Source: an optimization exercise on an open RTL-to-GDS flow (aim: small area). Production flows keep margins and buffers that such runs may drop. No run shown here included a check of the RTL's function; only the layout flow was run. Power and IR drop assume default switching activity.

==> flow/design.v <==
package synth_pkg;
	localparam int NUM_OPS = 6;
endpackage
module wave_rom
(
	input logic [6:0] addr,
	output logic [6:0] data
);
	always_comb begin
		case (addr)
			7'd0: data = 7'd0;
			7'd1: data = 7'd3;
			7'd2: data = 7'd6;
			7'd3: data = 7'd9;
			7'd4: data = 7'd12;
			7'd5: data = 7'd16;
			7'd6: data = 7'd19;
			7'd7: data = 7'd22;
			7'd8: data = 7'd25;
			7'd9: data = 7'd28;
			7'd10: data = 7'd31;
			7'd11: data = 7'd34;
			7'd12: data = 7'd37;
			7'd13: data = 7'd40;
			7'd14: data = 7'd43;
			7'd15: data = 7'd46;
			7'd16: data = 7'd49;
			7'd17: data = 7'd51;
			7'd18: data = 7'd54;
			7'd19: data = 7'd57;
			7'd20: data = 7'd60;
			7'd21: data = 7'd63;
			7'd22: data = 7'd65;
			7'd23: data = 7'd68;
			7'd24: data = 7'd71;
			7'd25: data = 7'd73;
			7'd26: data = 7'd76;
			7'd27: data = 7'd78;
			7'd28: data = 7'd81;
			7'd29: data = 7'd83;
			7'd30: data = 7'd85;
			7'd31: data = 7'd88;
			7'd32: data = 7'd90;
			7'd33: data = 7'd92;
			7'd34: data = 7'd94;
			7'd35: data = 7'd96;
			7'd36: data = 7'd98;
			7'd37: data = 7'd100;
			7'd38: data = 7'd102;
			7'd39: data = 7'd104;
			7'd40: data = 7'd106;
			7'd41: data = 7'd107;
			7'd42: data = 7'd109;
			7'd43: data = 7'd111;
			7'd44: data = 7'd112;
			7'd45: data = 7'd113;
			7'd46: data = 7'd115;
			7'd47: data = 7'd116;
			7'd48: data = 7'd117;
			7'd49: data = 7'd118;
			7'd50: data = 7'd120;
			7'd51: data = 7'd121;
			7'd52: data = 7'd122;
			7'd53: data = 7'd122;
			7'd54: data = 7'd123;
			7'd55: data = 7'd124;
			7'd56: data = 7'd125;
			7'd57: data = 7'd125;
			7'd58: data = 7'd126;
			7'd59: data = 7'd126;
			7'd60: data = 7'd126;
			7'd61: data = 7'd127;
			7'd62: data = 7'd127;
			7'd63: data = 7'd127;
			7'd64: data = 7'd127;
			7'd65: data = 7'd127;
			7'd66: data = 7'd127;
			7'd67: data = 7'd127;
			7'd68: data = 7'd126;
			7'd69: data = 7'd126;
			7'd70: data = 7'd126;
			7'd71: data = 7'd125;
			7'd72: data = 7'd125;
			7'd73: data = 7'd124;
			7'd74: data = 7'd123;
			7'd75: data = 7'd122;
			7'd76: data = 7'd122;
			7'd77: data = 7'd121;
			7'd78: data = 7'd120;
			7'd79: data = 7'd118;
			7'd80: data = 7'd117;
			7'd81: data = 7'd116;
			7'd82: data = 7'd115;
			7'd83: data = 7'd113;
			7'd84: data = 7'd112;
			7'd85: data = 7'd111;
			7'd86: data = 7'd109;
			7'd87: data = 7'd107;
			7'd88: data = 7'd106;
			7'd89: data = 7'd104;
			7'd90: data = 7'd102;
			7'd91: data = 7'd100;
			7'd92: data = 7'd98;
			7'd93: data = 7'd96;
			7'd94: data = 7'd94;
			7'd95: data = 7'd92;
			7'd96: data = 7'd90;
			7'd97: data = 7'd88;
			7'd98: data = 7'd85;
			7'd99: data = 7'd83;
			7'd100: data = 7'd81;
			7'd101: data = 7'd78;
			7'd102: data = 7'd76;
			7'd103: data = 7'd73;
			7'd104: data = 7'd71;
			7'd105: data = 7'd68;
			7'd106: data = 7'd65;
			7'd107: data = 7'd63;
			7'd108: data = 7'd60;
			7'd109: data = 7'd57;
			7'd110: data = 7'd54;
			7'd111: data = 7'd51;
			7'd112: data = 7'd49;
			7'd113: data = 7'd46;
			7'd114: data = 7'd43;
			7'd115: data = 7'd40;
			7'd116: data = 7'd37;
			7'd117: data = 7'd34;
			7'd118: data = 7'd31;
			7'd119: data = 7'd28;
			7'd120: data = 7'd25;
			7'd121: data = 7'd22;
			7'd122: data = 7'd19;
			7'd123: data = 7'd16;
			7'd124: data = 7'd12;
			7'd125: data = 7'd9;
			7'd126: data = 7'd6;
			7'd127: data = 7'd3;
			default: data = 7'd0;
		endcase
	end
endmodule
module rip_add #(
	parameter int W = 16
) (
	input logic [W-1:0] a,
	input logic [W-1:0] b,
	input logic ci,
	output logic [W-1:0] s,
	output logic co
);
	logic [W:0] c;
	assign c[0] = ci;
	for (genvar i = 0; i < W; i++) begin : g_bit
		assign s[i] = a[i] ^ b[i] ^ c[i];
		assign c[i + 1] = (a[i] & b[i]) | (c[i] & (a[i] ^ b[i]));
	end
	assign co = c[W];
endmodule
module voice_mixer
(
	input logic [6:0] mag,
	input logic sgn,
	input logic [15:0] lvl,  
	input logic [18:0] base,
	output logic [18:0] acc_new
);
	logic [26:8] sum;
	logic [15:0] lx;
	assign lx = lvl ^ {16{sgn}};
	logic p1;
	logic p2;
	logic p3;
	logic p4;
	logic p5;
	logic p6;
	logic p7;
	logic p8;
	logic p9;
	logic p10;
	logic p11;
	logic p12;
	logic p13;
	logic p14;
	logic p15;
	logic p16;
	logic p17;
	logic p18;
	logic p19;
	logic p20;
	logic p21;
	logic p22;
	logic p23;
	logic p24;
	logic p25;
	logic p26;
	logic p27;
	logic p28;
	logic p29;
	logic p30;
	logic p31;
	logic p32;
	logic p33;
	logic p34;
	logic p35;
	logic p36;
	logic p37;
	logic p38;
	logic p39;
	logic p40;
	logic p41;
	logic p42;
	logic p43;
	logic p44;
	logic p45;
	logic p46;
	logic p47;
	logic p48;
	logic p49;
	logic p50;
	logic p51;
	logic p52;
	logic p53;
	logic p54;
	logic p55;
	logic p56;
	logic p57;
	logic p58;
	logic p59;
	logic p60;
	logic p61;
	logic p62;
	logic p63;
	logic p64;
	logic p65;
	logic p66;
	logic p67;
	logic p68;
	logic p69;
	logic p70;
	logic p71;
	logic p72;
	logic p73;
	logic p74;
	logic p75;
	logic p76;
	logic p77;
	logic p78;
	logic p79;
	logic p80;
	logic p81;
	logic p82;
	logic p83;
	logic p84;
	logic p85;
	logic p86;
	logic p87;
	logic p88;
	logic p89;
	logic p90;
	logic p91;
	logic p92;
	logic p93;
	logic p94;
	logic p95;
	logic p96;
	logic p97;
	logic p98;
	logic p99;
	logic p100;
	logic p101;
	logic p102;
	logic p103;
	logic p104;
	logic p105;
	logic p106;
	logic p107;
	logic p108;
	logic p109;
	logic p110;
	logic p111;
	logic p112;
	logic p113;
	logic p114;
	logic p115;
	logic p116;
	logic p117;
	logic p118;
	logic p119;
	logic s120;
	logic c121;
	logic s122;
	logic c123;
	logic s124;
	logic c125;
	logic s126;
	logic c127;
	logic s128;
	logic c129;
	logic s130;
	logic c131;
	logic s132;
	logic c133;
	logic s134;
	logic c135;
	logic s136;
	logic c137;
	logic s138;
	logic c139;
	logic s140;
	logic c141;
	logic s142;
	logic c143;
	logic s144;
	logic c145;
	logic s146;
	logic c147;
	logic s148;
	logic c149;
	logic s150;
	logic c151;
	logic s152;
	logic c153;
	logic s154;
	logic c155;
	logic s156;
	logic c157;
	logic s158;
	logic c159;
	logic s160;
	logic c161;
	logic s162;
	logic c163;
	logic s164;
	logic c165;
	logic s166;
	logic c167;
	logic s168;
	logic c169;
	logic s170;
	logic c171;
	logic s172;
	logic c173;
	logic s174;
	logic c175;
	logic s176;
	logic c177;
	logic s178;
	logic c179;
	logic s180;
	logic c181;
	logic s182;
	logic c183;
	logic s184;
	logic c185;
	logic s186;
	logic c187;
	logic s188;
	logic c189;
	logic s190;
	logic c191;
	logic s192;
	logic c193;
	logic s194;
	logic c195;
	logic s196;
	logic c197;
	logic s198;
	logic c199;
	logic s200;
	logic c201;
	logic s202;
	logic c203;
	logic s204;
	logic c205;
	logic s206;
	logic c207;
	logic s208;
	logic c209;
	logic s210;
	logic c211;
	logic s212;
	logic c213;
	logic s214;
	logic c215;
	logic s216;
	logic c217;
	logic s218;
	logic c219;
	logic s220;
	logic c221;
	logic s222;
	logic c223;
	logic s224;
	logic c225;
	logic s226;
	logic c227;
	logic s228;
	logic c229;
	logic s230;
	logic c231;
	logic s232;
	logic c233;
	logic s234;
	logic c235;
	logic s236;
	logic c237;
	logic s238;
	logic c239;
	logic s240;
	logic c241;
	logic s242;
	logic c243;
	logic s244;
	logic c245;
	logic s246;
	logic c247;
	logic s248;
	logic c249;
	logic s250;
	logic c251;
	logic s252;
	logic c253;
	logic s254;
	logic c255;
	logic s256;
	logic c257;
	logic s258;
	logic c259;
	logic s260;
	logic c261;
	logic s262;
	logic c263;
	logic s264;
	logic c265;
	logic s266;
	logic c267;
	logic s268;
	logic c269;
	logic s270;
	logic c271;
	logic s272;
	logic c273;
	logic s274;
	logic c275;
	logic s276;
	logic c277;
	logic s278;
	logic c279;
	logic s280;
	logic c281;
	logic s282;
	logic c283;
	logic s284;
	logic c285;
	logic s286;
	logic c287;
	logic s288;
	logic c289;
	logic s290;
	logic c291;
	logic s292;
	logic c293;
	logic s294;
	logic c295;
	logic s296;
	logic c297;
	logic s298;
	logic c299;
	logic s300;
	logic c301;
	logic s302;
	logic c303;
	logic s304;
	logic c305;
	logic s306;
	logic c307;
	logic s308;
	logic c309;
	logic s310;
	logic c311;
	logic r312;
	logic r313;
	logic r314;
	logic r315;
	logic r316;
	logic r317;
	logic r318;
	logic r319;
	logic r320;
	logic r321;
	logic r322;
	logic r323;
	logic r324;
	logic r325;
	logic u326;
	logic v327;
	logic r328;
	logic r329;
	logic u330;
	logic v331;
	logic r332;
	logic r333;
	logic u334;
	logic v335;
	logic r336;
	logic r337;
	logic u338;
	logic v339;
	logic r340;
	logic r341;
	logic u342;
	logic v343;
	logic r344;
	logic r345;
	logic u346;
	logic v347;
	logic r348;
	logic r349;
	logic u350;
	logic v351;
	logic r352;
	logic r353;
	logic u354;
	logic v355;
	logic r356;
	logic r357;
	logic u358;
	logic v359;
	logic r360;
	logic r361;
	logic u362;
	logic v363;
	logic r364;
	logic r365;
	logic u366;
	logic v367;
	logic r368;
	logic r369;
	logic u370;
	logic v371;
	logic r372;
	logic r373;
	logic u374;
	logic v375;
	assign p1 = mag[0] & lx[0];
	assign p2 = mag[0] & lx[1];
	assign p3 = mag[0] & lx[2];
	assign p4 = mag[0] & lx[3];
	assign p5 = mag[0] & lx[4];
	assign p6 = mag[0] & lx[5];
	assign p7 = mag[0] & lx[6];
	assign p8 = mag[0] & lx[7];
	assign p9 = mag[0] & lx[8];
	assign p10 = mag[0] & lx[9];
	assign p11 = mag[0] & lx[10];
	assign p12 = mag[0] & lx[11];
	assign p13 = mag[0] & lx[12];
	assign p14 = mag[0] & lx[13];
	assign p15 = mag[0] & lx[14];
	assign p16 = ~(mag[0] & lx[15]);
	assign p17 = sgn & mag[0];
	assign p18 = mag[1] & lx[0];
	assign p19 = mag[1] & lx[1];
	assign p20 = mag[1] & lx[2];
	assign p21 = mag[1] & lx[3];
	assign p22 = mag[1] & lx[4];
	assign p23 = mag[1] & lx[5];
	assign p24 = mag[1] & lx[6];
	assign p25 = mag[1] & lx[7];
	assign p26 = mag[1] & lx[8];
	assign p27 = mag[1] & lx[9];
	assign p28 = mag[1] & lx[10];
	assign p29 = mag[1] & lx[11];
	assign p30 = mag[1] & lx[12];
	assign p31 = mag[1] & lx[13];
	assign p32 = mag[1] & lx[14];
	assign p33 = ~(mag[1] & lx[15]);
	assign p34 = sgn & mag[1];
	assign p35 = mag[2] & lx[0];
	assign p36 = mag[2] & lx[1];
	assign p37 = mag[2] & lx[2];
	assign p38 = mag[2] & lx[3];
	assign p39 = mag[2] & lx[4];
	assign p40 = mag[2] & lx[5];
	assign p41 = mag[2] & lx[6];
	assign p42 = mag[2] & lx[7];
	assign p43 = mag[2] & lx[8];
	assign p44 = mag[2] & lx[9];
	assign p45 = mag[2] & lx[10];
	assign p46 = mag[2] & lx[11];
	assign p47 = mag[2] & lx[12];
	assign p48 = mag[2] & lx[13];
	assign p49 = mag[2] & lx[14];
	assign p50 = ~(mag[2] & lx[15]);
	assign p51 = sgn & mag[2];
	assign p52 = mag[3] & lx[0];
	assign p53 = mag[3] & lx[1];
	assign p54 = mag[3] & lx[2];
	assign p55 = mag[3] & lx[3];
	assign p56 = mag[3] & lx[4];
	assign p57 = mag[3] & lx[5];
	assign p58 = mag[3] & lx[6];
	assign p59 = mag[3] & lx[7];
	assign p60 = mag[3] & lx[8];
	assign p61 = mag[3] & lx[9];
	assign p62 = mag[3] & lx[10];
	assign p63 = mag[3] & lx[11];
	assign p64 = mag[3] & lx[12];
	assign p65 = mag[3] & lx[13];
	assign p66 = mag[3] & lx[14];
	assign p67 = ~(mag[3] & lx[15]);
	assign p68 = sgn & mag[3];
	assign p69 = mag[4] & lx[0];
	assign p70 = mag[4] & lx[1];
	assign p71 = mag[4] & lx[2];
	assign p72 = mag[4] & lx[3];
	assign p73 = mag[4] & lx[4];
	assign p74 = mag[4] & lx[5];
	assign p75 = mag[4] & lx[6];
	assign p76 = mag[4] & lx[7];
	assign p77 = mag[4] & lx[8];
	assign p78 = mag[4] & lx[9];
	assign p79 = mag[4] & lx[10];
	assign p80 = mag[4] & lx[11];
	assign p81 = mag[4] & lx[12];
	assign p82 = mag[4] & lx[13];
	assign p83 = mag[4] & lx[14];
	assign p84 = ~(mag[4] & lx[15]);
	assign p85 = sgn & mag[4];
	assign p86 = mag[5] & lx[0];
	assign p87 = mag[5] & lx[1];
	assign p88 = mag[5] & lx[2];
	assign p89 = mag[5] & lx[3];
	assign p90 = mag[5] & lx[4];
	assign p91 = mag[5] & lx[5];
	assign p92 = mag[5] & lx[6];
	assign p93 = mag[5] & lx[7];
	assign p94 = mag[5] & lx[8];
	assign p95 = mag[5] & lx[9];
	assign p96 = mag[5] & lx[10];
	assign p97 = mag[5] & lx[11];
	assign p98 = mag[5] & lx[12];
	assign p99 = mag[5] & lx[13];
	assign p100 = mag[5] & lx[14];
	assign p101 = ~(mag[5] & lx[15]);
	assign p102 = sgn & mag[5];
	assign p103 = mag[6] & lx[0];
	assign p104 = mag[6] & lx[1];
	assign p105 = mag[6] & lx[2];
	assign p106 = mag[6] & lx[3];
	assign p107 = mag[6] & lx[4];
	assign p108 = mag[6] & lx[5];
	assign p109 = mag[6] & lx[6];
	assign p110 = mag[6] & lx[7];
	assign p111 = mag[6] & lx[8];
	assign p112 = mag[6] & lx[9];
	assign p113 = mag[6] & lx[10];
	assign p114 = mag[6] & lx[11];
	assign p115 = mag[6] & lx[12];
	assign p116 = mag[6] & lx[13];
	assign p117 = mag[6] & lx[14];
	assign p118 = ~(mag[6] & lx[15]);
	assign p119 = sgn & mag[6];
	assign s120 = p6 ^ p22;
	assign c121 = p6 & p22;
	assign s122 = p7 ^ p23 ^ p39;
	assign c123 = (p7 & p23) | (p7 & p39) | (p23 & p39);
	assign s124 = p55 ^ p71;
	assign c125 = p55 & p71;
	assign s126 = p8 ^ p24 ^ p40;
	assign c127 = (p8 & p24) | (p8 & p40) | (p24 & p40);
	assign s128 = p56 ^ p72;
	assign c129 = p56 & p72;
	assign s130 = p9 ^ p25 ^ p41;
	assign c131 = (p9 & p25) | (p9 & p41) | (p25 & p41);
	assign s132 = p57 ^ p73 ^ p89;
	assign c133 = (p57 & p73) | (p57 & p89) | (p73 & p89);
	assign s134 = p10 ^ p26 ^ p42;
	assign c135 = (p10 & p26) | (p10 & p42) | (p26 & p42);
	assign s136 = p58 ^ p74 ^ p90;
	assign c137 = (p58 & p74) | (p58 & p90) | (p74 & p90);
	assign s138 = p11 ^ p27 ^ p43;
	assign c139 = (p11 & p27) | (p11 & p43) | (p27 & p43);
	assign s140 = p59 ^ p75 ^ p91;
	assign c141 = (p59 & p75) | (p59 & p91) | (p75 & p91);
	assign s142 = p12 ^ p28 ^ p44;
	assign c143 = (p12 & p28) | (p12 & p44) | (p28 & p44);
	assign s144 = p60 ^ p76 ^ p92;
	assign c145 = (p60 & p76) | (p60 & p92) | (p76 & p92);
	assign s146 = p13 ^ p29 ^ p45;
	assign c147 = (p13 & p29) | (p13 & p45) | (p29 & p45);
	assign s148 = p61 ^ p77 ^ p93;
	assign c149 = (p61 & p77) | (p61 & p93) | (p77 & p93);
	assign s150 = p14 ^ p30 ^ p46;
	assign c151 = (p14 & p30) | (p14 & p46) | (p30 & p46);
	assign s152 = p62 ^ p78 ^ p94;
	assign c153 = (p62 & p78) | (p62 & p94) | (p78 & p94);
	assign s154 = p15 ^ p31 ^ p47;
	assign c155 = (p15 & p31) | (p15 & p47) | (p31 & p47);
	assign s156 = p63 ^ p79 ^ p95;
	assign c157 = (p63 & p79) | (p63 & p95) | (p79 & p95);
	assign s158 = p16 ^ p32 ^ p48;
	assign c159 = (p16 & p32) | (p16 & p48) | (p32 & p48);
	assign s160 = p64 ^ p80 ^ p96;
	assign c161 = (p64 & p80) | (p64 & p96) | (p80 & p96);
	assign s162 = p33 ^ p49 ^ p65;
	assign c163 = (p33 & p49) | (p33 & p65) | (p49 & p65);
	assign s164 = p81 ^ p97;
	assign c165 = p81 & p97;
	assign s166 = p50 ^ p66 ^ p82;
	assign c167 = (p50 & p66) | (p50 & p82) | (p66 & p82);
	assign s168 = p4 ^ p20;
	assign c169 = p4 & p20;
	assign s170 = p5 ^ p21 ^ p37;
	assign c171 = (p5 & p21) | (p5 & p37) | (p21 & p37);
	assign s172 = p53 ^ p69;
	assign c173 = p53 & p69;
	assign s174 = s120 ^ p38 ^ p54;
	assign c175 = (s120 & p38) | (s120 & p54) | (p38 & p54);
	assign s176 = p70 ^ p86 ^ p102;
	assign c177 = (p70 & p86) | (p70 & p102) | (p86 & p102);
	assign s178 = c121 ^ s122 ^ s124;
	assign c179 = (c121 & s122) | (c121 & s124) | (s122 & s124);
	assign s180 = p87 ^ p103 ^ p119;
	assign c181 = (p87 & p103) | (p87 & p119) | (p103 & p119);
	assign s182 = c123 ^ c125 ^ s126;
	assign c183 = (c123 & c125) | (c123 & s126) | (c125 & s126);
	assign s184 = s128 ^ p88 ^ p104;
	assign c185 = (s128 & p88) | (s128 & p104) | (p88 & p104);
	assign s186 = c127 ^ c129 ^ s130;
	assign c187 = (c127 & c129) | (c127 & s130) | (c129 & s130);
	assign s188 = s132 ^ p105 ^ base[0];
	assign c189 = (s132 & p105) | (s132 & base[0]) | (p105 & base[0]);
	assign s190 = c131 ^ c133 ^ s134;
	assign c191 = (c131 & c133) | (c131 & s134) | (c133 & s134);
	assign s192 = s136 ^ p106 ^ base[1];
	assign c193 = (s136 & p106) | (s136 & base[1]) | (p106 & base[1]);
	assign s194 = c135 ^ c137 ^ s138;
	assign c195 = (c135 & c137) | (c135 & s138) | (c137 & s138);
	assign s196 = s140 ^ p107 ^ base[2];
	assign c197 = (s140 & p107) | (s140 & base[2]) | (p107 & base[2]);
	assign s198 = c139 ^ c141 ^ s142;
	assign c199 = (c139 & c141) | (c139 & s142) | (c141 & s142);
	assign s200 = s144 ^ p108 ^ base[3];
	assign c201 = (s144 & p108) | (s144 & base[3]) | (p108 & base[3]);
	assign s202 = c143 ^ c145 ^ s146;
	assign c203 = (c143 & c145) | (c143 & s146) | (c145 & s146);
	assign s204 = s148 ^ p109 ^ base[4];
	assign c205 = (s148 & p109) | (s148 & base[4]) | (p109 & base[4]);
	assign s206 = c147 ^ c149 ^ s150;
	assign c207 = (c147 & c149) | (c147 & s150) | (c149 & s150);
	assign s208 = s152 ^ p110 ^ base[5];
	assign c209 = (s152 & p110) | (s152 & base[5]) | (p110 & base[5]);
	assign s210 = c151 ^ c153 ^ s154;
	assign c211 = (c151 & c153) | (c151 & s154) | (c153 & s154);
	assign s212 = s156 ^ p111 ^ base[6];
	assign c213 = (s156 & p111) | (s156 & base[6]) | (p111 & base[6]);
	assign s214 = c155 ^ c157 ^ s158;
	assign c215 = (c155 & c157) | (c155 & s158) | (c157 & s158);
	assign s216 = s160 ^ p112 ^ base[7];
	assign c217 = (s160 & p112) | (s160 & base[7]) | (p112 & base[7]);
	assign s218 = c159 ^ c161 ^ s162;
	assign c219 = (c159 & c161) | (c159 & s162) | (c161 & s162);
	assign s220 = s164 ^ p113 ^ base[8];
	assign c221 = (s164 & p113) | (s164 & base[8]) | (p113 & base[8]);
	assign s222 = c163 ^ c165 ^ s166;
	assign c223 = (c163 & c165) | (c163 & s166) | (c165 & s166);
	assign s224 = p98 ^ p114 ^ base[9];
	assign c225 = (p98 & p114) | (p98 & base[9]) | (p114 & base[9]);
	assign s226 = c167 ^ p67 ^ p83;
	assign c227 = (c167 & p67) | (c167 & p83) | (p67 & p83);
	assign s228 = p99 ^ p115 ^ base[10];
	assign c229 = (p99 & p115) | (p99 & base[10]) | (p115 & base[10]);
	assign s230 = p84 ^ p100 ^ p116;
	assign c231 = (p84 & p100) | (p84 & p116) | (p100 & p116);
	assign s232 = p3 ^ p19;
	assign c233 = p3 & p19;
	assign s234 = s168 ^ p36 ^ p52;
	assign c235 = (s168 & p36) | (s168 & p52) | (p36 & p52);
	assign s236 = c169 ^ s170 ^ s172;
	assign c237 = (c169 & s170) | (c169 & s172) | (s170 & s172);
	assign s238 = c171 ^ c173 ^ s174;
	assign c239 = (c171 & c173) | (c171 & s174) | (c173 & s174);
	assign s240 = c175 ^ c177 ^ s178;
	assign c241 = (c175 & c177) | (c175 & s178) | (c177 & s178);
	assign s242 = c179 ^ c181 ^ s182;
	assign c243 = (c179 & c181) | (c179 & s182) | (c181 & s182);
	assign s244 = c183 ^ c185 ^ s186;
	assign c245 = (c183 & c185) | (c183 & s186) | (c185 & s186);
	assign s246 = c187 ^ c189 ^ s190;
	assign c247 = (c187 & c189) | (c187 & s190) | (c189 & s190);
	assign s248 = c191 ^ c193 ^ s194;
	assign c249 = (c191 & c193) | (c191 & s194) | (c193 & s194);
	assign s250 = c195 ^ c197 ^ s198;
	assign c251 = (c195 & c197) | (c195 & s198) | (c197 & s198);
	assign s252 = c199 ^ c201 ^ s202;
	assign c253 = (c199 & c201) | (c199 & s202) | (c201 & s202);
	assign s254 = c203 ^ c205 ^ s206;
	assign c255 = (c203 & c205) | (c203 & s206) | (c205 & s206);
	assign s256 = c207 ^ c209 ^ s210;
	assign c257 = (c207 & c209) | (c207 & s210) | (c209 & s210);
	assign s258 = c211 ^ c213 ^ s214;
	assign c259 = (c211 & c213) | (c211 & s214) | (c213 & s214);
	assign s260 = c215 ^ c217 ^ s218;
	assign c261 = (c215 & c217) | (c215 & s218) | (c217 & s218);
	assign s262 = c219 ^ c221 ^ s222;
	assign c263 = (c219 & c221) | (c219 & s222) | (c221 & s222);
	assign s264 = c223 ^ c225 ^ s226;
	assign c265 = (c223 & c225) | (c223 & s226) | (c225 & s226);
	assign s266 = c227 ^ c229 ^ s230;
	assign c267 = (c227 & c229) | (c227 & s230) | (c229 & s230);
	assign s268 = c231 ^ p101 ^ p117;
	assign c269 = (c231 & p101) | (c231 & p117) | (p101 & p117);
	assign s270 = p2 ^ p18;
	assign c271 = p2 & p18;
	assign s272 = s232 ^ p35 ^ p51;
	assign c273 = (s232 & p35) | (s232 & p51) | (p35 & p51);
	assign s274 = c233 ^ s234 ^ p68;
	assign c275 = (c233 & s234) | (c233 & p68) | (s234 & p68);
	assign s276 = c235 ^ s236 ^ p85;
	assign c277 = (c235 & s236) | (c235 & p85) | (s236 & p85);
	assign s278 = c237 ^ s238 ^ s176;
	assign c279 = (c237 & s238) | (c237 & s176) | (s238 & s176);
	assign s280 = c239 ^ s240 ^ s180;
	assign c281 = (c239 & s240) | (c239 & s180) | (s240 & s180);
	assign s282 = c241 ^ s242 ^ s184;
	assign c283 = (c241 & s242) | (c241 & s184) | (s242 & s184);
	assign s284 = c243 ^ s244 ^ s188;
	assign c285 = (c243 & s244) | (c243 & s188) | (s244 & s188);
	assign s286 = c245 ^ s246 ^ s192;
	assign c287 = (c245 & s246) | (c245 & s192) | (s246 & s192);
	assign s288 = c247 ^ s248 ^ s196;
	assign c289 = (c247 & s248) | (c247 & s196) | (s248 & s196);
	assign s290 = c249 ^ s250 ^ s200;
	assign c291 = (c249 & s250) | (c249 & s200) | (s250 & s200);
	assign s292 = c251 ^ s252 ^ s204;
	assign c293 = (c251 & s252) | (c251 & s204) | (s252 & s204);
	assign s294 = c253 ^ s254 ^ s208;
	assign c295 = (c253 & s254) | (c253 & s208) | (s254 & s208);
	assign s296 = c255 ^ s256 ^ s212;
	assign c297 = (c255 & s256) | (c255 & s212) | (s256 & s212);
	assign s298 = c257 ^ s258 ^ s216;
	assign c299 = (c257 & s258) | (c257 & s216) | (s258 & s216);
	assign s300 = c259 ^ s260 ^ s220;
	assign c301 = (c259 & s260) | (c259 & s220) | (s260 & s220);
	assign s302 = c261 ^ s262 ^ s224;
	assign c303 = (c261 & s262) | (c261 & s224) | (s262 & s224);
	assign s304 = c263 ^ s264 ^ s228;
	assign c305 = (c263 & s264) | (c263 & s228) | (s264 & s228);
	assign s306 = c265 ^ s266 ^ base[11];
	assign c307 = (c265 & s266) | (c265 & base[11]) | (s266 & base[11]);
	assign s308 = c267 ^ s268 ^ base[12];
	assign c309 = (c267 & s268) | (c267 & base[12]) | (s268 & base[12]);
	assign s310 = c269 ^ p118 ^ base[13];
	assign c311 = (c269 & p118) | (c269 & base[13]) | (p118 & base[13]);
	assign r312 = (p1 & p17) | (1'b0 & (p1 ^ p17));
	assign r313 = (s270 & p34) | (r312 & (s270 ^ p34));
	assign r314 = (c271 & s272) | (r313 & (c271 ^ s272));
	assign r315 = (c273 & s274) | (r314 & (c273 ^ s274));
	assign r316 = (c275 & s276) | (r315 & (c275 ^ s276));
	assign r317 = (c277 & s278) | (r316 & (c277 ^ s278));
	assign r318 = (c279 & s280) | (r317 & (c279 ^ s280));
	assign r319 = (c281 & s282) | (r318 & (c281 ^ s282));
	assign sum[8] = c283 ^ s284 ^ r319;
	assign r320 = (c283 & s284) | (r319 & (c283 ^ s284));
	assign sum[9] = c285 ^ s286 ^ r320;
	assign r321 = (c285 & s286) | (r320 & (c285 ^ s286));
	assign sum[10] = c287 ^ s288 ^ r321;
	assign r322 = (c287 & s288) | (r321 & (c287 ^ s288));
	assign sum[11] = c289 ^ s290 ^ r322;
	assign r323 = (c289 & s290) | (r322 & (c289 ^ s290));
	assign sum[12] = c291 ^ s292 ^ r323;
	assign r324 = (c291 & s292) | (r323 & (c291 ^ s292));
	assign sum[13] = c293 ^ s294 ^ r324;
	assign r325 = (c293 & s294) | (r324 & (c293 ^ s294));
	assign u326 = c295 ^ s296 ^ 1'b0;
	assign v327 = c295 ^ s296 ^ 1'b1;
	assign sum[14] = r325 ? v327 : u326;
	assign r328 = (c295 & s296) | (1'b0 & (c295 ^ s296));
	assign r329 = (c295 & s296) | (1'b1 & (c295 ^ s296));
	assign u330 = c297 ^ s298 ^ r328;
	assign v331 = c297 ^ s298 ^ r329;
	assign sum[15] = r325 ? v331 : u330;
	assign r332 = (c297 & s298) | (r328 & (c297 ^ s298));
	assign r333 = (c297 & s298) | (r329 & (c297 ^ s298));
	assign u334 = c299 ^ s300 ^ r332;
	assign v335 = c299 ^ s300 ^ r333;
	assign sum[16] = r325 ? v335 : u334;
	assign r336 = (c299 & s300) | (r332 & (c299 ^ s300));
	assign r337 = (c299 & s300) | (r333 & (c299 ^ s300));
	assign u338 = c301 ^ s302 ^ r336;
	assign v339 = c301 ^ s302 ^ r337;
	assign sum[17] = r325 ? v339 : u338;
	assign r340 = (c301 & s302) | (r336 & (c301 ^ s302));
	assign r341 = (c301 & s302) | (r337 & (c301 ^ s302));
	assign u342 = c303 ^ s304 ^ r340;
	assign v343 = c303 ^ s304 ^ r341;
	assign sum[18] = r325 ? v343 : u342;
	assign r344 = (c303 & s304) | (r340 & (c303 ^ s304));
	assign r345 = (c303 & s304) | (r341 & (c303 ^ s304));
	assign u346 = c305 ^ s306 ^ r344;
	assign v347 = c305 ^ s306 ^ r345;
	assign sum[19] = r325 ? v347 : u346;
	assign r348 = (c305 & s306) | (r344 & (c305 ^ s306));
	assign r349 = (c305 & s306) | (r345 & (c305 ^ s306));
	assign u350 = c307 ^ s308 ^ r348;
	assign v351 = c307 ^ s308 ^ r349;
	assign sum[20] = r325 ? v351 : u350;
	assign r352 = (c307 & s308) | (r348 & (c307 ^ s308));
	assign r353 = (c307 & s308) | (r349 & (c307 ^ s308));
	assign u354 = c309 ^ s310 ^ r352;
	assign v355 = c309 ^ s310 ^ r353;
	assign sum[21] = r325 ? v355 : u354;
	assign r356 = (c309 & s310) | (r352 & (c309 ^ s310));
	assign r357 = (c309 & s310) | (r353 & (c309 ^ s310));
	assign u358 = c311 ^ base[14] ^ r356;
	assign v359 = c311 ^ base[14] ^ r357;
	assign sum[22] = r325 ? v359 : u358;
	assign r360 = (c311 & base[14]) | (r356 & (c311 ^ base[14]));
	assign r361 = (c311 & base[14]) | (r357 & (c311 ^ base[14]));
	assign u362 = base[15] ^ 1'b0 ^ r360;
	assign v363 = base[15] ^ 1'b0 ^ r361;
	assign sum[23] = r325 ? v363 : u362;
	assign r364 = (base[15] & 1'b0) | (r360 & (base[15] ^ 1'b0));
	assign r365 = (base[15] & 1'b0) | (r361 & (base[15] ^ 1'b0));
	assign u366 = base[16] ^ 1'b0 ^ r364;
	assign v367 = base[16] ^ 1'b0 ^ r365;
	assign sum[24] = r325 ? v367 : u366;
	assign r368 = (base[16] & 1'b0) | (r364 & (base[16] ^ 1'b0));
	assign r369 = (base[16] & 1'b0) | (r365 & (base[16] ^ 1'b0));
	assign u370 = base[17] ^ 1'b0 ^ r368;
	assign v371 = base[17] ^ 1'b0 ^ r369;
	assign sum[25] = r325 ? v371 : u370;
	assign r372 = (base[17] & 1'b0) | (r368 & (base[17] ^ 1'b0));
	assign r373 = (base[17] & 1'b0) | (r369 & (base[17] ^ 1'b0));
	assign u374 = base[18] ^ 1'b0 ^ r372;
	assign v375 = base[18] ^ 1'b0 ^ r373;
	assign sum[26] = r325 ? v375 : u374;
	assign acc_new = sum[26:8];
endmodule
module fm_voice (
	input logic clk37,
	input logic rst,
	input logic cmd_valid,
	input logic [31:0] cmd_data,
	output logic signed [15:0] sample,
	output logic sample_valid,
	output logic cmd_busy
);
	localparam int NOPS = synth_pkg::NUM_OPS;
	logic [2:0] s;
	logic [2:0] s3;  
	logic started;  
	logic z2, z1, z0;  
	logic clr_f;  
	logic clr_e;
	assign s3 = (s >= 3'd3) ? s - 3'd3 : s + 3'd3;
	always_ff @(posedge clk37) begin
		if (rst) begin
			s <= 3'd3;
			started <= 1'b0;
			z2 <= 1'b1;
			z1 <= 1'b1;
			z0 <= 1'b1;
		end else begin
			s <= (s == 3'd5) ? 3'd0 : s + 3'd1;
			if (s == 3'd1) started <= 1'b1;
			if (started && s == 3'd3) z2 <= 1'b0;
			z1 <= z2;
			z0 <= z1;
		end
	end
	assign clr_f = z0 && !started && (s[2] | (s[1] & s[0]));  
	assign clr_e = z2;
	logic [3:0] words_left;
	logic cur_env;  
	logic [2:0] cur_idx;
	logic gate;
	logic [5:0] mix_mask;
	logic [31:0] fld [1:7];  
	logic [31:0] last_q;  
	logic [2:0] eidx;  
	logic [2:0] fidx;  
	logic last_word;
	logic idx_ok;
	logic wr_env;
	logic wr_freq;
	assign cmd_busy = |words_left;
	assign last_word = cmd_valid && (words_left == 4'd1) && !rst;
	assign idx_ok = !(cur_idx[2] && cur_idx[1]);
	assign wr_env = last_word && idx_ok && cur_env;
	assign wr_freq = last_word && idx_ok && !cur_env;
	always_ff @(posedge clk37) begin
		if (rst) begin
			words_left <= '0;
			gate <= 1'b0;
			mix_mask <= '0;
		end else if (cmd_valid) begin
			if (cmd_busy) begin
				words_left <= words_left - 4'd1;
			end else begin
				cur_env <= cmd_data[31:24] == 8'd1;
				cur_idx <= cmd_data[18:16];
				if (cmd_data[31:24] == 8'd1) words_left <= 4'd8;
				if (cmd_data[31:24] == 8'd3) words_left <= 4'd1;
				if (cmd_data[31:24] == 8'd2) begin
					gate <= cmd_data[0];
					mix_mask <= cmd_data[13:8];
				end
			end
		end
	end
	always_ff @(posedge clk37) begin
		for (int m = 1; m < 8; m++) begin
			if (cmd_valid && words_left == 4'(9 - m)) fld[m] <= cmd_data;
		end
		if (last_word) last_q <= cmd_data;
		if (wr_env) eidx <= cur_idx;
		if (wr_freq) fidx <= cur_idx;
	end
	logic pend_a, pend_b, pend_f;
	logic live0, live3, pa0, pa3, pb3;
	logic flive0, flive3, pf0, pf3;
	logic ins_a0, ins_a3, ins_b3, ins_f0, ins_f3;
	logic [31:0] re_inc_w;
	logic [31:0] freq_w0, freq_w3;
	assign live0 = wr_env && cur_idx == s;
	assign live3 = wr_env && cur_idx == s3;
	assign pa0 = pend_a && eidx == s;
	assign pa3 = pend_a && eidx == s3;
	assign pb3 = pend_b && eidx == s3;
	assign flive0 = wr_freq && cur_idx == s;
	assign flive3 = wr_freq && cur_idx == s3;
	assign pf0 = pend_f && fidx == s;
	assign pf3 = pend_f && fidx == s3;
	assign ins_a0 = live0 || pa0;
	assign ins_a3 = live3 || pa3;
	assign ins_b3 = live3 || pb3;
	assign ins_f0 = flive0 || pf0;
	assign ins_f3 = flive3 || pf3;
	assign re_inc_w = wr_env ? cmd_data : last_q;
	assign freq_w0 = flive0 ? cmd_data : last_q;
	assign freq_w3 = flive3 ? cmd_data : last_q;
	always_ff @(posedge clk37) begin
		if (rst) begin
			pend_a <= 1'b0;
			pend_b <= 1'b0;
			pend_f <= 1'b0;
		end else begin
			pend_a <= (wr_env && !live0 && !live3) || (pend_a && !pa0 && !pa3);
			pend_b <= (wr_env && !live3) || (pend_b && !pb3);
			pend_f <= (wr_freq && !flive0 && !flive3) || (pend_f && !pf0 && !pf3);
		end
	end
	logic [95:0] pa [NOPS];  
	logic [127:0] pb [NOPS];  
	logic [31:0] pr [NOPS];  
	logic [31:0] pf [NOPS];  
	logic [95:0] a_w;
	logic [127:0] b_w;
	assign a_w = {fld[1], fld[2], fld[3]};
	assign b_w = {fld[4], fld[5], fld[6], fld[7]};
	logic keep_a0, keep_a3, keep_b3, keep_f0, keep_f3;
	assign keep_a0 = !ins_a0 && !clr_e;
	assign keep_a3 = !ins_a3 && !clr_e;
	assign keep_b3 = !ins_b3 && !clr_e;
	assign keep_f0 = !ins_f0 && !clr_f;
	assign keep_f3 = !ins_f3 && !clr_f;
	always_ff @(posedge clk37) begin
		pa[0] <= pa[1];
		pa[1] <= pa[2];
		pa[2] <= ({96{ins_a3}} & a_w) | ({96{keep_a3}} & pa[3]);
		pa[3] <= pa[4];
		pa[4] <= pa[5];
		pa[5] <= ({96{ins_a0}} & a_w) | ({96{keep_a0}} & pa[0]);
		pr[0] <= pr[1];
		pr[1] <= pr[2];
		pr[2] <= ({32{ins_a3}} & re_inc_w) | ({32{keep_a3}} & pr[3]);
		pr[3] <= pr[4];
		pr[4] <= pr[5];
		pr[5] <= ({32{ins_a0}} & re_inc_w) | ({32{keep_a0}} & pr[0]);
		pb[0] <= pb[1];
		pb[1] <= pb[2];
		pb[2] <= ({128{ins_b3}} & b_w) | ({128{keep_b3}} & pb[3]);
		pb[3] <= pb[4];
		pb[4] <= pb[5];
		pb[5] <= pb[0];
		pf[0] <= pf[1];
		pf[1] <= pf[2];
		pf[2] <= ({32{ins_f3}} & freq_w3) | ({32{keep_f3}} & pf[3]);
		pf[3] <= pf[4];
		pf[4] <= pf[5];
		pf[5] <= ({32{ins_f0}} & freq_w0) | ({32{keep_f0}} & pf[0]);
	end
	logic [2:0] st_r [NOPS];
	logic [31:0] cnt_r [NOPS];
	logic [31:0] amp_r [NOPS];
	logic [31:0] ph_r [NOPS];
	logic gate_d1, gate_d2;
	always_ff @(posedge clk37) begin
		gate_d1 <= gate;
		gate_d2 <= gate_d1;
	end
	logic [15:0] ph_lo;
	logic ph_c;
	rip_add #(16) ph_lo_add (
		.a(z2 ? 16'd0 : ph_r[2][15:0]),
		.b(pf[2][15:0]),
		.ci(1'b0),
		.s(ph_lo),
		.co(ph_c)
	);
	logic [15:0] ph_hi;
	logic ph_cq;
	logic [2:0] st1;
	logic [15:0] isel1;
	logic [15:0] amp_lo;
	logic amp_c, amp_cq;
	rip_add #(16) ph_hi_add (
		.a(z1 ? 16'd0 : ph_r[1][31:16]),
		.b(pf[1][31:16]),
		.ci(ph_cq),
		.s(ph_hi),
		.co()
	);
	assign st1 = z1 ? 3'd0 : st_r[1];
	always_comb begin
		case (st1)
			3'd1: isel1 = pa[1][47:32];  
			3'd2: isel1 = pb[1][111:96];  
			default: isel1 = pr[1][15:0];  
		endcase
	end
	rip_add #(16) amp_lo_add (
		.a(amp_r[1][15:0]),
		.b(isel1),
		.ci(1'b0),
		.s(amp_lo),
		.co(amp_c)
	);
	always_ff @(posedge clk37) begin
		ph_cq <= ph_c;
		amp_cq <= amp_c;
	end
	logic [31:0] at_time, at_inc, de_time, de_inc, su_time, su_lvl, re_time, re_inc;
	assign {at_time, at_inc, de_time} = pa[0];
	assign {de_inc, su_time, su_lvl, re_time} = pb[0];
	assign re_inc = pr[0];
	logic [2:0] st;
	logic is_i, is_s, is_r;
	logic [31:0] tsel, amp_sum, cnt_inc;
	logic [15:0] isel0;
	logic eq, tr;
	logic [2:0] nst;
	logic [31:0] ncnt, namp;
	assign st = z0 ? 3'd0 : st_r[0];
	assign is_i = st == 3'd0;
	assign is_s = st == 3'd3;
	assign is_r = !(is_i || st == 3'd1 || st == 3'd2 || is_s);
	always_comb begin
		case (st)
			3'd1: tsel = at_time;
			3'd2: tsel = de_time;
			3'd3: tsel = su_time;
			default: tsel = re_time;
		endcase
		case (st)
			3'd1: isel0 = at_inc[31:16];
			3'd2: isel0 = de_inc[31:16];
			default: isel0 = re_inc[31:16];
		endcase
	end
	assign eq = cnt_r[0] == tsel;
	rip_add #(16) amp_hi_add (
		.a(amp_r[0][31:16]),
		.b(isel0),
		.ci(amp_cq),
		.s(amp_sum[31:16]),
		.co()
	);
	assign amp_sum[15:0] = amp_r[0][15:0];
	assign cnt_inc = cnt_r[0] + 32'd1;
	assign tr = is_r ? (eq || amp_sum[31]) : (eq || !gate_d2);
	always_comb begin
		if (is_i) nst = {2'b00, gate_d2};
		else if (!tr) nst = st;
		else if (is_r) nst = 3'd0;
		else if (gate_d2) nst = st + 3'd1;
		else nst = 3'd4;
	end
	assign ncnt = (is_i || tr) ? 32'd0 : cnt_inc;
	assign namp = is_s ? su_lvl : ((is_i || (is_r && tr)) ? 32'd0 : amp_sum);
	always_ff @(posedge clk37) begin
		for (int k = 0; k < NOPS - 1; k++) begin
			st_r[k] <= st_r[k + 1];
			cnt_r[k] <= cnt_r[k + 1];
			amp_r[k] <= amp_r[k + 1];
			ph_r[k] <= ph_r[k + 1];
		end
		ph_r[1][15:0] <= ph_lo;
		ph_r[0][31:16] <= ph_hi;
		amp_r[0][15:0] <= amp_lo;
		st_r[NOPS - 1] <= nst;
		cnt_r[NOPS - 1] <= ncnt;
		amp_r[NOPS - 1] <= namp;
		ph_r[NOPS - 1] <= ph_r[0];
	end
	logic [6:0] rom_data;
	logic [6:0] mag;
	logic sgn;
	logic [18:0] acc;
	logic [18:0] acc_new;
	wave_rom wave_rom_inst (
		.addr(ph_r[0][30:24]),
		.data(rom_data)
	);
	always_ff @(posedge clk37) begin
		mag <= mix_mask[s] ? rom_data : 7'd0;
		sgn <= mix_mask[s] && ph_r[0][31];
	end
	voice_mixer voice_mixer_inst (
		.mag(mag),
		.sgn(sgn),
		.lvl(amp_r[NOPS - 1][31:16]),
		.base((s == 3'd1) ? 19'd426752 : acc),
		.acc_new(acc_new)
	);
	always_ff @(posedge clk37) begin
		acc <= acc_new;
	end
	assign sample = acc[18:3];
	assign sample_valid = started && s == 3'd1;
endmodule
==> flow/run.sh <==
#!/bin/bash
# synth_recipe.tcl (not shown) runs the flow's synth.tcl, then flattens the netlist and writes it again
# the make line also repeats each setting of config.mk as NAME=value (left out here)
make -C /OpenROAD-flow-scripts/flow DESIGN_CONFIG=/design/flow/config.mk WORK_HOME=/design/flow/orfs CLKGATE_MAP_FILE= SYNTH_SCRIPT=/design/flow/synth_recipe.tcl finish
==> flow/config.mk <==
export PLATFORM = sky130hd
export DESIGN_NAME = fm_voice
export DESIGN_NICKNAME = fm_voice
export VERILOG_FILES = /design/flow/design.v
export SDC_FILE = /design/flow/constraint.sdc
export NUM_CORES = 4
export LEC_CHECK = 0
export CAP_MARGIN = 20
export CORE_MARGIN = 2
export CORE_UTILIZATION = 70
export CTS_BUF_LIST = sky130_fd_sc_hd__clkbuf_4
export CTS_CLUSTER_DIAMETER = 30
export CTS_CLUSTER_SIZE = 8
export PLACE_DENSITY = 0.8
export SLEW_MARGIN = 20
==> flow/constraint.sdc <==
create_clock -name core_clock -period 10.0 [get_ports {clk37}]
set_input_delay 2.0000 -clock core_clock [delete_from_list [all_inputs] [get_ports {clk37}]]
set_output_delay 2.0000 -clock core_clock [all_outputs]
set_load 0.01 [all_outputs]
==> results of run 1 <==
[metal layers]
metal  vias to the layer above  share of wire, %  routed length, um  GRT usage (%)
met5                         -             0.035                 50              0
met4                         8               2.5               3570           10.1
met3                       270               5.8               8240           4.72
met2                      1205                47              66600           42.5
met1                     19500                45              64500           38.3
li1                      19100                 -                  -              -
[power groups by stage]
stage	clock (mW)	sequential (mW)	combinational [mW]
floorplan	0	11.0	0.247
global placement	0	11.0	0.377
detailed placement	0	11.0	0.390
CTS	6.50	10.7	0.397
global route	6.98	10.7	0.437
finish	6.38	10.7	0.394
[cell usage in the layout, fill, tap and decap left out, drive strengths merged, types with 46 or more instances in the layout]
| cell | netlist | routed |
|---|---|---|
| fa | 162 | 162 |
| mux2i | 69 | 69 |
| edfxtp | 266 | 266 |
| buf | 91 | 87 |
| dfxtp | 2374 | 2374 |
| a211oi | 46 | 46 |
| clkdlybuf4s50 | 0 | 52 |
| clkinv | 0 | 66 |
| clkbuf | 181 | 576 |
| nor2 | 101 | 101 |
| inv | 165 | 169 |
| xnor2 | 54 | 54 |
| nand2 | 823 | 823 |
| and3 | 75 | 75 |
| a21oi | 282 | 282 |
| and2 | 91 | 91 |
| o21ai | 425 | 425 |
[worst max path at each step]
stage	startpoint	to	slack (ns)	cells after the start
CTS	sgn$_DFF_P_	acc[18]$_DFF_P_	0.03	36
global route	sgn$_DFF_P_	acc[18]$_DFF_P_	0.04	36
floorplan	sgn$_DFF_P_	acc[18]$_DFF_P_	0.007	34
global placement	sgn$_DFF_P_	acc[18]$_DFF_P_	-0.26	34
detailed placement	sgn$_DFF_P_	acc[18]$_DFF_P_	-0.34	34
finish	sgn$_DFF_P_	acc[18]$_DFF_P_	0.38	33
[metrics by stage]
stage / setup slack (ns) / area (um^2) / TNS (ns) / cells / util, %
2_1_floorplan: 0.00740 / 73200 / 0 / 5584 / -
3_3_place_gp: -0.261 / 75100 / -0.511 / 6828 / 72.5
3_5_place_dp: -0.337 / 75100 / -0.714 / 6829 / 72.6
4_1_cts: 0.0263 / 80100 / 0 / 7498 / 77.4
5_1_grt: 0.0374 / 80200 / 0 / 7505 / 77.5
6_report: 0.379 / 80200 / 0 / 7508 / 77.5
[state kept, by name, summed over array words and instances, names as in the netlist, 4 cells and up]
name        count
last_q         32
pf            192
fld           224
acc            19
amp_r         192
pb            768
words_left      4
pa            576
cnt_r         192
mag             7
st_r           18
mix_mask        6
ph_r          192
pr            192
[area by class of cell]
| class | count | area [um^2] | area share, % |
|---|---|---|---|
| Antenna cell | 9 | 22.5 | 0.0281 |
| Clock buffer | 576 | 4320 | 5.39 |
| Clock inverter | 92 | 703 | 0.877 |
| Inverter | 165 | 627 | 0.782 |
| Multi-Input combinational cell | 2507 | 16000 | 20.0 |
| Sequential cell | 2640 | 55500 | 69.2 |
| Tap cell | 1380 | 1730 | 2.15 |
| Timing Repair Buffer | 139 | 1240 | 1.54 |
[what timing repair did]
action / in CTS / in global routing
pin swaps: 3 / 9
gates cloned: 0 / 0
setup endpoints to repair: 3 / 3
buffers inserted: 1 / 0
gates resized for setup: 3 / 4
[cells by family (layout without fill, tap and decap cells)]
kind of cell	Yosys count	count (layout)	share of synthesized area, %
DFF	2640	2640	75.9
and+or+nand+nor	1239	1239	7.41
AOI/OAI and AO/OA	893	893	6.84
buffers and inverters	437	972	2.48
adders and majority gates	204	204	5.15
xor gates and xnor gates	99	99	1.19
muxes	72	72	1.01
other	0	9	0
[worst max-delay path: cells and delay by family (launching register included)]
| kind | cells | cell delay, ns |
|---|---|---|
| XOR/XNOR | 2 | 0.31 |
| adder cells (fa/ha/maj) | 22 | 8.13 |
| AND/OR/NAND/NOR | 2 | 0.25 |
| flip-flops | 1 | 0.33 |
| AO/OA/AOI/OAI | 2 | 0.18 |
| buffers and inverters | 5 | 0.36 |
==> metrics.md, run 1 <==
| Metric | Value |
|---|---|
| Fillers | 6126 |
| # DRC | 0 |
| Worst Setup Start Kind | register |
| Antenna-violating nets left | 0 |
| Post-CTS Hold Fix Bufs | 0 |
| Initial Util | 70.6% |
| Clock skew | 0.150 ns |
| Synthesized flop and latch total | 2640 |
| Post-Syn Instances | 5584 |
| Clk pin slew, worst setup/hold paths | 0.09 ns |
| GRT Total Usage | 27.1% |
| Crit-path max cell delay | 0.53 ns |
| Leak | 30.7 nW |
| Final-report max-slew violation count | 0 |
| Core area | 103000 um^2 |
| Clock latency on the worst-skew pair | 1.28 ns |
| Switch share | 21.5% |
| RSZ-0062 raised after global routing | no |
| Wire per inst | 19.0 um |
| Die width | 327 um |
| Max Freq | 104 MHz |
| R2R Path Start | sgn$_DFF_P_ |
| P&R area growth vs syn | 9.66% |
| WP data arrival | 10.70 ns |
| Layout cells sized above 1 | 12.8% |
| Post-synth top cells | 2374 x dfxtp_1, 823 x nand2_1, 422 x o21ai_0 |
| DP Wirelength | 83900 um |
| Share of the synthesized area in the top cell type | 65.0% |
| Required @ worst endpoint | 11.08 ns |
| Total CTS buffers | 414 |
| Comb power frac | 2.2% |
| Via count | 40000 |
| Cell Area, Synth | 73100 um^2 |
| Sequential share of the synthesized area | 75.9% |
| Placer Congestion | 0.824 |
| CTS root buf | clkbuf_4 |
| Hold_sp | pr[4][31]$_DFF_P_ |
| Library cells used by synthesis | 70 |
| Slowest cell on the critical path | fa_1 |
| Cell Pwr Density | 218 nW/um^2 |
| Post-synth top flop | dfxtp_1 |
| First-pass GRT wire length | 225000 um |
| Net count after synthesis | 5823 |
| R2R Path End | acc[18]$_DFF_P_ |
| VDD IR max | 201 uV |
| Hold_ws | 0.264 ns |
| Clock sink count | 2640 |
| DRT Pass-1 Iters | 5 |
| CTS tree | yes |
| Worst-path maximum fanout | 8 |
| Largest net degree at the start of global routing | 205 |
| P_int | 13.7 mW |
| CTS H-Tree Depth | 5 |
| I/O pin total | 53 |
| GRT overflow | 0 |
| Post-synth EDFFs | 266 |
| Max clock buf depth | 4 |
| Cell taking the most area after synthesis | dfxtp_1 |
| P_sw | 3.76 mW |
| Slew HR | 29.7% |
| Ys Warns | 20 |
| Tcrit/Tclk final | 96.2% |
| Status | no timing/DRC/antenna violations |
| Total routed wirelength | 143000 um |
| Number of global-route vias before repair | 41300 |
| CP Capture Type | register |
| Reg power frac | 61.3% |
| Hold Crit Endpoint | pr[3][31]$_DFF_P_ |
| Reg2Reg Setup Slack | 0.38 ns |
| Final Hold Fails | 0 |
| Avg Synthesized Cell Area | 13.1 um^2 |
| Initial antenna violation count | 13 |
| Max Cap Viol | 0 |
| Crit Path Category | reg -> reg |
| Pwr Total | 17.5 mW |
| Clock power frac | 36.5% |
| Reg2reg path depth | 33 |
| Hold Path Stages | 0 |
| Final setup vio count | 0 |
| PortBufs | 52 |
| Worst Tran Pin Value | 1.05 ns |
| Min cycle time layout | 9.62 ns |
| Initial drt markers | 3044 |
| Top cells by area, synth | dfxtp_1 65%, edfxtp_1 11%, fa_1 4.4% |
| Hold WC Path Type | reg -> reg |
| Die Area | 107000 um^2 |
| Post-layout nets | 6106 |
| Most frequent CP cell | fa_2 |
| FFs w/ async S/R, synth | 0% |
| Num rows | 118 |
| Count leader, synth | dfxtp_1 |
| Post-DR vias/cell | 5.33 |
| Die height | 327 um |
==> run 2: changes to the inputs <==
--- a/flow/config.mk
+++ b/flow/config.mk
@@ -8,8 +8,8 @@
 export CAP_MARGIN = 20
 export CORE_MARGIN = 2
 export CORE_UTILIZATION = 70
-export CTS_BUF_LIST = sky130_fd_sc_hd__clkbuf_4
-export CTS_CLUSTER_DIAMETER = 30
-export CTS_CLUSTER_SIZE = 8
+export CTS_BUF_LIST = sky130_fd_sc_hd__clkbuf_8
+export CTS_CLUSTER_DIAMETER = 40
+export CTS_CLUSTER_SIZE = 12
 export PLACE_DENSITY = 0.8
 export SLEW_MARGIN = 20
==> run 2 against run 1 <==
Wire length shrank 0.25%. Area after synthesis unchanged. Power down 1.1%. Still clean. Clock power down 3%. Core utilization decreased by 0.27 points. Setup slack gained 0.026 ns. Largest cell class unchanged. Sequential share of layout area up 0.24 points. Critical path type unchanged. Cell area down 0.35%. Clock skew down 0.072 ns. Cell count decreased by 3.1%. Flip-flop and latch count unchanged.
==> metrics.md, run 2 <==
| Metric | Value |
|---|---|
| Status | no timing/DRC/antenna violations |
| Synthesized flop and latch total | 2640 (unchanged) |
| Max clock buf depth | 4 (unchanged) |
| Hold WC Path Type | reg -> reg |
| Antenna-violating nets left | 0 (unchanged) |
| Non-Filler Instances | 7275 (-3.1%) |
| Worst Setup Start Kind | register |
| Placed insts | 6829 (unchanged) |
| Max Cap Viol | 0 (unchanged) |
| Crit-path max cell delay | 0.55 ns (+0.02 ns) |
| WP data arrival | 10.40 ns (-0.30 ns) |
| Post-synth EDFFs | 266 (unchanged) |
| Worst Tran Pin Value | 1.02 ns (-0.0267 ns) |
| PortBufs | 52 (unchanged) |
| Avg Synthesized Cell Area | 13.1 um^2 (unchanged) |
| Clk pin slew, worst setup/hold paths | 0.08 ns (about the same) |
| Placer Congestion | 0.824 (unchanged) |
| Largest regs | pb (768), pa (576), fld (224) |
| Grt peak-use layer | met2 |
| Die Area | 107000 um^2 (unchanged) |
| Layout cells sized above 1 | 7.89% (-4.9 points) |
| Final Hold Fails | 0 (unchanged) |
| Post-Syn Instances | 5584 (unchanged) |
| I/O pin total | 53 (unchanged) |
| WP depth | 33 (unchanged) |
| Initial drt markers | 3261 (+7.1%) |
| Library cells used by synthesis | 70 (unchanged) |
| Final-report max-slew violation count | 0 (unchanged) |
| Cell Area, Synth | 73100 um^2 (unchanged) |
| Ys Warns | 20 (unchanged) |
| Cell Pwr Density | 217 nW/um^2 (-0.77%) |
| Met1 global-route usage | 37.9% (-0.32 points) |
| Max Freq | 104 MHz (+0.27%) |
| Min cycle time layout | 9.59 ns (-0.0261 ns) |
| R2R Path Start | sgn$_DFF_P_ |
| Initial antenna violation count | 9 (-4) |
| Commonest non-fill, non-tap cell in the layout | dfxtp_1 |
| Crit path max-delay family | adder cells |
| Die height | 327 um (unchanged) |
| GRT Total Usage | 27.0% (-0.052 points) |
| RSZ-0062 raised after global routing | no |
| Total CTS buffers | 280 (-32%) |
| Crit Path Category | reg -> reg |
| Wire per inst | 19.6 um (+2.9%) |
| Slew HR | 31.9% (+2.2 points) |
| Hold_sp | pa[1][8]$_DFF_P_ |
| Post-DR vias/cell | 5.38 (+1.0%) |
| Cell taking the most area after synthesis | dfxtp_1 |
| Hold Crit Endpoint | pa[0][8]$_DFF_P_ |
| Most frequent cells in the layout | 2373 x dfxtp_1, 822 x nand2_1, 421 x o21ai_0 |
| Number of global-route vias before repair | 40400 (-2.2%) |
| Worst path bufs/invs | 5 (unchanged) |
| Clock skew | 0.0780 ns (-0.0715 ns) |
| Num rows | 118 (unchanged) |
| Die width | 327 um (unchanged) |
| CTS tree | yes |
| CTS H-Tree Depth | 5 (unchanged) |
| Core area | 103000 um^2 (unchanged) |
| Post-layout nets | 5971 (-2.2%) |
| CP Capture Type | register |
| Net count after synthesis | 5823 (unchanged) |
| R2R Path End | acc[18]$_DFF_P_ |
| DP Wirelength | 83900 um (unchanged) |
| VDD IR max | 170 uV (-16%) |
| Reg2Reg Setup Slack | 0.41 ns (+0.03 ns) |
| Final setup vio count | 0 (unchanged) |
| Sequential share of the synthesized area | 75.9% (unchanged) |
| # DRC | 0 (unchanged) |
| GRT overflow | 0 (unchanged) |
| Hold_ws | 0.273 ns (+0.00943 ns) |
| Worst-path maximum fanout | 8 (unchanged) |
| Met3 GRT Util | 4.99% (+0.27 points) |
| P&R area growth vs syn | 9.28% |
| Reg2reg path depth | 33 (unchanged) |
| First-pass GRT wire length | 223000 um (-0.74%) |
| Clock latency on the worst-skew pair | 0.98 ns (-0.30 ns) |
| Hold Path Stages | 0 (unchanged) |
| Largest reg by FF count | pb |
| Total routed wirelength | 143000 um (-0.25%) |
| Clock sink count | 2640 (unchanged) |
| Tcrit/Tclk final | 95.9% (-0.26 points) |
| Grt met2 use | 42.1% (-0.38 points) |
| Max reg flops | 768 (unchanged) |
| Top cells by area, synth | dfxtp_1 65%, edfxtp_1 11%, fa_1 4.4% |
| Share of the synthesized area in the top cell type | 65.0% (unchanged) |
| Post-synth top flop | dfxtp_1 |
| FFs w/ async S/R, synth | 0% (unchanged) |
| Leak | 30.5 nW (-0.50%) |
| Initial Util | 70.6% (unchanged) |
| Count leader, synth | dfxtp_1 |
| DRT Pass-1 Iters | 6 (+1) |
| Via count | 39200 (-2.1%) |
| CTS root buf | clkbuf_8 |
| Fillers | 6028 (-1.6%) |
| Post-synth top cells | 2374 x dfxtp_1, 823 x nand2_1, 422 x o21ai_0 |
| Most frequent CP cell | fa_2 |
| Required @ worst endpoint | 10.81 ns (-0.27 ns) |
| Largest net degree at the start of global routing | 205 (unchanged) |
| Slowest cell on the critical path | fa_1 |
## run 2: cell counts after synthesis
Identical to the previous run, type by type.
## run 2: through the flow
step                cell area [um^2]  TNS (ns)  utilization (%)  worst slack (ns)  total power [mW]
detailed placement             75100    -0.714             72.6            -0.337              11.4
CTS                            79900         0             77.2            0.0102              17.4
floorplan                      73200         0                -           0.00740              11.2
finish                         79900         0             77.2             0.405              17.3
global placement               75100    -0.511             72.5            -0.261              11.4
global route                   79900         0             77.2            0.0171              17.9
## run 2: report_power, final
part,internal [mW],switching [mW],total (mW)
logic,0.146,0.249,0.395
registers,10.7,0.0247,10.7
clock network,2.79,3.40,6.19
total,13.6,3.67,17.3
## run 2: timing repair
item                                    4_1_cts  5_1_grt
buffers inserted                              1        0
resized for setup                             3        4
endpoints found under the setup margin        3        3
pin swaps                                     4       11
hold buffers                                  0        0
## run 2: kinds of logic after synthesis
logic type               Yosys count  share of synthesized area [%]
flip-flops                      2640                           75.9
multiplexers                      72                           1.01
adder cells (fa/ha/maj)          204                           5.15
buffers and inverters            437                           2.48
AND/OR/NAND/NOR                 1239                           7.41
AO/OA/AOI/OAI                    893                           6.84
XOR/XNOR                          99                           1.19
## run 2: how the worst max path moves through the flow
stage / from / to
2_1_floorplan: sgn$_DFF_P_ / acc[18]$_DFF_P_
3_3_place_gp: sgn$_DFF_P_ / acc[18]$_DFF_P_
3_5_place_dp: sgn$_DFF_P_ / acc[18]$_DFF_P_
4_1_cts: sgn$_DFF_P_ / acc[18]$_DFF_P_
5_1_grt: sgn$_DFF_P_ / acc[18]$_DFF_P_
6_report: sgn$_DFF_P_ / acc[18]$_DFF_P_
## run 2: layout make-up
cell class	instances	area, um^2	area share [%]
multi-input cells	2507	16000	20.1
diodes	4	10.0	0.0125
flip-flops and latches	2640	55500	69.5
clock buffers	290	3990	5.00
repair buffers	138	1220	1.53
clock inverters	151	772	0.966
well taps	1380	1730	2.16
inverters	165	627	0.785
## run 2: worst reg2reg max path, delay by kind of cell (launching register included)
kind / cells / cell delay (ns)
flops: 1 / 0.33
buf+inv: 5 / 0.36
compound gates: 2 / 0.17
simple gates: 2 / 0.25
fa+ha+maj: 22 / 8.07
xor+xnor: 2 / 0.31
## run 2: per-layer routing
| layer | up-vias | wire length, um |
|---|---|---|
| met5 | - | 61 |
| met4 | 10 | 4590 |
| met3 | 337 | 8760 |
| met2 | 1194 | 65400 |
| met1 | 19100 | 63800 |
| li1 | 18500 | - |
==> run 3: changes to the inputs <==
--- a/flow/config.mk
+++ b/flow/config.mk
@@ -8,8 +8,8 @@
 export CAP_MARGIN = 20
 export CORE_MARGIN = 2
 export CORE_UTILIZATION = 70
-export CTS_BUF_LIST = sky130_fd_sc_hd__clkbuf_8
-export CTS_CLUSTER_DIAMETER = 40
-export CTS_CLUSTER_SIZE = 12
+export CTS_BUF_LIST = sky130_fd_sc_hd__clkbuf_16
+export CTS_CLUSTER_DIAMETER = 60
+export CTS_CLUSTER_SIZE = 30
 export PLACE_DENSITY = 0.8
 export SLEW_MARGIN = 20
==> run 3 against run 2 <==
Register-to-register slack is essentially flat. Synthesized cell count did not move. Hold slack better by 0.029 ns. Cell area fell by 0.83%. Power fell by 1.7%. Non-clock buffer count unchanged. Sequential power barely moved.
==> metrics.md, run 3 <==
| Metric | Value |
|---|---|
| Status | no timing/DRC/antenna violations |
| Library cells used by synthesis | 70 (unchanged) |
| Hold_sp | amp_r[4][22]$_DFF_P_ |
| # DRC | 0 (unchanged) |
| Leak | 29.8 nW (-2.5%) |
| Reg power frac | 63.1% (+1.1 points) |
| Post-DR vias/cell | 5.43 (+0.97%) |
| Cell Area, Synth | 73100 um^2 (unchanged) |
| Required @ worst endpoint | 10.63 ns (-0.18 ns) |
| Die width | 327 um (unchanged) |
| Post-layout nets | 5811 (-2.7%) |
| Comb power frac | 2.3% (about the same) |
| Slew HR | 24.9% (-6.9 points) |
| Layout cells sized above 1 | 6.20% (-1.7 points) |
| Placed insts | 6829 (unchanged) |
| FFs w/ async S/R, synth | 0% (unchanged) |
| Core area | 103000 um^2 (unchanged) |
| Clock latency on the worst-skew pair | 0.75 ns (-0.23 ns) |
| Sequential Area | 55500 um^2 (unchanged) |
| Clock skew | 0.0346 ns (-0.0434 ns) |
| P_int | 13.3 mW (-2.3%) |
| Switch share | 21.7% (+0.45 points) |
| CP Capture Type | register |
| I/O pin total | 53 (unchanged) |
| Clock power frac | 34.6% (-1.1 points) |
| Worst Tran Pin Value | 1.12 ns (+0.0971 ns) |
| Worst Setup Start Kind | register |
| Antenna-violating nets left | 0 (unchanged) |
| WP data arrival | 10.21 ns (-0.19 ns) |
| Final Hold Fails | 0 (unchanged) |
| Total routed wirelength | 141000 um (-1.0%) |
| Ys Warns | 20 (unchanged) |
| Reg2Reg Setup Slack | 0.42 ns (about the same) |
| Most frequent cells in the layout | 2373 x dfxtp_1, 822 x nand2_1, 421 x o21ai_0 |
| Tcrit/Tclk final | 95.8% (-0.11 points) |
| Non-Filler Instances | 7061 (-2.9%) |
| Max reg flops | 768 (unchanged) |
| Max clock buf depth | 3 (-1) |
| Cell taking the most area after synthesis | dfxtp_1 |
| R2R Path End | acc[18]$_DFF_P_ |
| Hold_ws | 0.302 ns (+0.0290 ns) |
| Final setup vio count | 0 (unchanged) |
| Max Freq | 104 MHz (+0.12%) |
| CTS tree | yes |
| Wire per inst | 20.0 um (+2.0%) |
| Placer Congestion | 0.824 (unchanged) |
| Setup WS post-layout | 0.417 ns (+0.0113 ns) |
| Clock sink count | 2640 (unchanged) |
| Number of global-route vias before repair | 38700 (-4.2%) |
| P&R area growth vs syn | 8.37% |
| P_sw | 3.69 mW (+0.38%) |
| Net count after synthesis | 5823 (unchanged) |
| Share of the synthesized area in the top cell type | 65.0% (unchanged) |
| Largest regs | pb (768), pa (576), fld (224) |
| Post-CTS Hold Fix Bufs | 0 (unchanged) |
| Initial antenna violation count | 10 (+1) |
| Post-Syn Instances | 5584 (unchanged) |
| Post-synth top cells | 2374 x dfxtp_1, 823 x nand2_1, 422 x o21ai_0 |
| Post-synth EDFFs | 266 (unchanged) |
| GRT Total Usage | 26.5% (-0.49 points) |
| Top cells by area, synth | dfxtp_1 65%, edfxtp_1 11%, fa_1 4.4% |
| Slowest cell on the critical path | fa_1 |
| Worst-path maximum fanout | 8 (unchanged) |
| DP Wirelength | 83900 um (unchanged) |
| Crit Path Category | reg -> reg |
| Clk pin slew, worst setup/hold paths | 0.11 ns (+0.03 ns) |
| Hold Crit Endpoint | amp_r[3][22]$_DFF_P_ |
| Cell Pwr Density | 215 nW/um^2 (-0.87%) |
| Synthesized flop and latch total | 2640 (unchanged) |
| Largest reg by FF count | pb |
| PortBufs | 52 (unchanged) |
## run 3: cell counts after synthesis
Identical to the previous run, type by type.
## run 3: per-stage QoR
stage | util (%) | power (mW) | instance area, um^2 | setup TNS, ns
floorplan | - | 11.2 | 73200 | 0
global placement | 72.5 | 11.4 | 75100 | -0.511
detailed placement | 72.6 | 11.4 | 75100 | -0.714
CTS | 76.5 | 17.1 | 79200 | 0
global route | 76.6 | 17.5 | 79200 | 0
finish | 76.6 | 17.0 | 79200 | 0
## run 3: area by class of cell
| class | count | share of cell area (%) |
|---|---|---|
| Timing Repair Buffer | 138 | 1.54 |
| Clock buffer | 124 | 3.92 |
| Tap cell | 1380 | 2.18 |
| Inverter | 165 | 0.791 |
| Antenna cell | 3 | 0.00947 |
| Clock inverter | 104 | 1.27 |
| Multi-Input combinational cell | 2507 | 20.2 |
| Sequential cell | 2640 | 70.1 |
## run 3: metal layers
layer / GRT usage [%] / vias up / part of all wire (%)
met1: 38.5 / 18800 / 45
met3: 3.59 / 244 / 5.8
met2: 42.6 / 1082 / 47
li1: - / 18200 / -
met5: 0 / - / 0.033
met4: 7.24 / 8 / 2.7
## run 3: worst max-delay path, delay by kind of cell, from the launching register on
family	cells	cell delay (ns)
flip-flops	1	0.33
XOR/XNOR	2	0.31
adder cells (fa/ha/maj)	22	8.06
AND/OR/NAND/NOR	2	0.25
AO/OA/AOI/OAI	2	0.16
buffers and inverters	5	0.36
## run 3: worst max-delay path by stage
stage	from	to	cells after the start	slack, ns
2_1_floorplan	sgn$_DFF_P_	acc[18]$_DFF_P_	34	0.007
3_3_place_gp	sgn$_DFF_P_	acc[18]$_DFF_P_	34	-0.26
3_5_place_dp	sgn$_DFF_P_	acc[18]$_DFF_P_	34	-0.34
4_1_cts	sgn$_DFF_P_	acc[18]$_DFF_P_	36	0.003
5_1_grt	sgn$_DFF_P_	acc[18]$_DFF_P_	37	0.06
6_report	sgn$_DFF_P_	acc[18]$_DFF_P_	33	0.42
## run 3: timing repair
action,in CTS,in global routing
resized for setup,3,3
buffers inserted,1,0
pin swaps,4,8
setup endpoints to repair,3,3
## run 3: power groups by stage
stage	Clock, mW	Combinational [mW]	Sequential [mW]
CTS	5.97	0.396	10.7
detailed placement	0	0.390	11.0
global placement	0	0.377	11.0
global route	6.35	0.437	10.7
finish	5.89	0.393	10.7
floorplan	0	0.247	11.0
## run 3: cell families after synthesis
family	after synthesis	synth area share, %
AO/OA/AOI/OAI	893	6.84
XOR/XNOR	99	1.19
adder cells (fa/ha/maj)	204	5.15
buffers and inverters	437	2.48
flip-flops	2640	75.9
multiplexers	72	1.01
AND/OR/NAND/NOR	1239	7.41

Re-timed with assumed drivers on the ports (clkbuf_16 on the clock, buf_2 on other inputs), run 3 has 0.417 ns of setup slack against 0.417 ns with ideal ports, and 0.417 ns once port delays also move by the mid clock arrival of 0.807 ns.
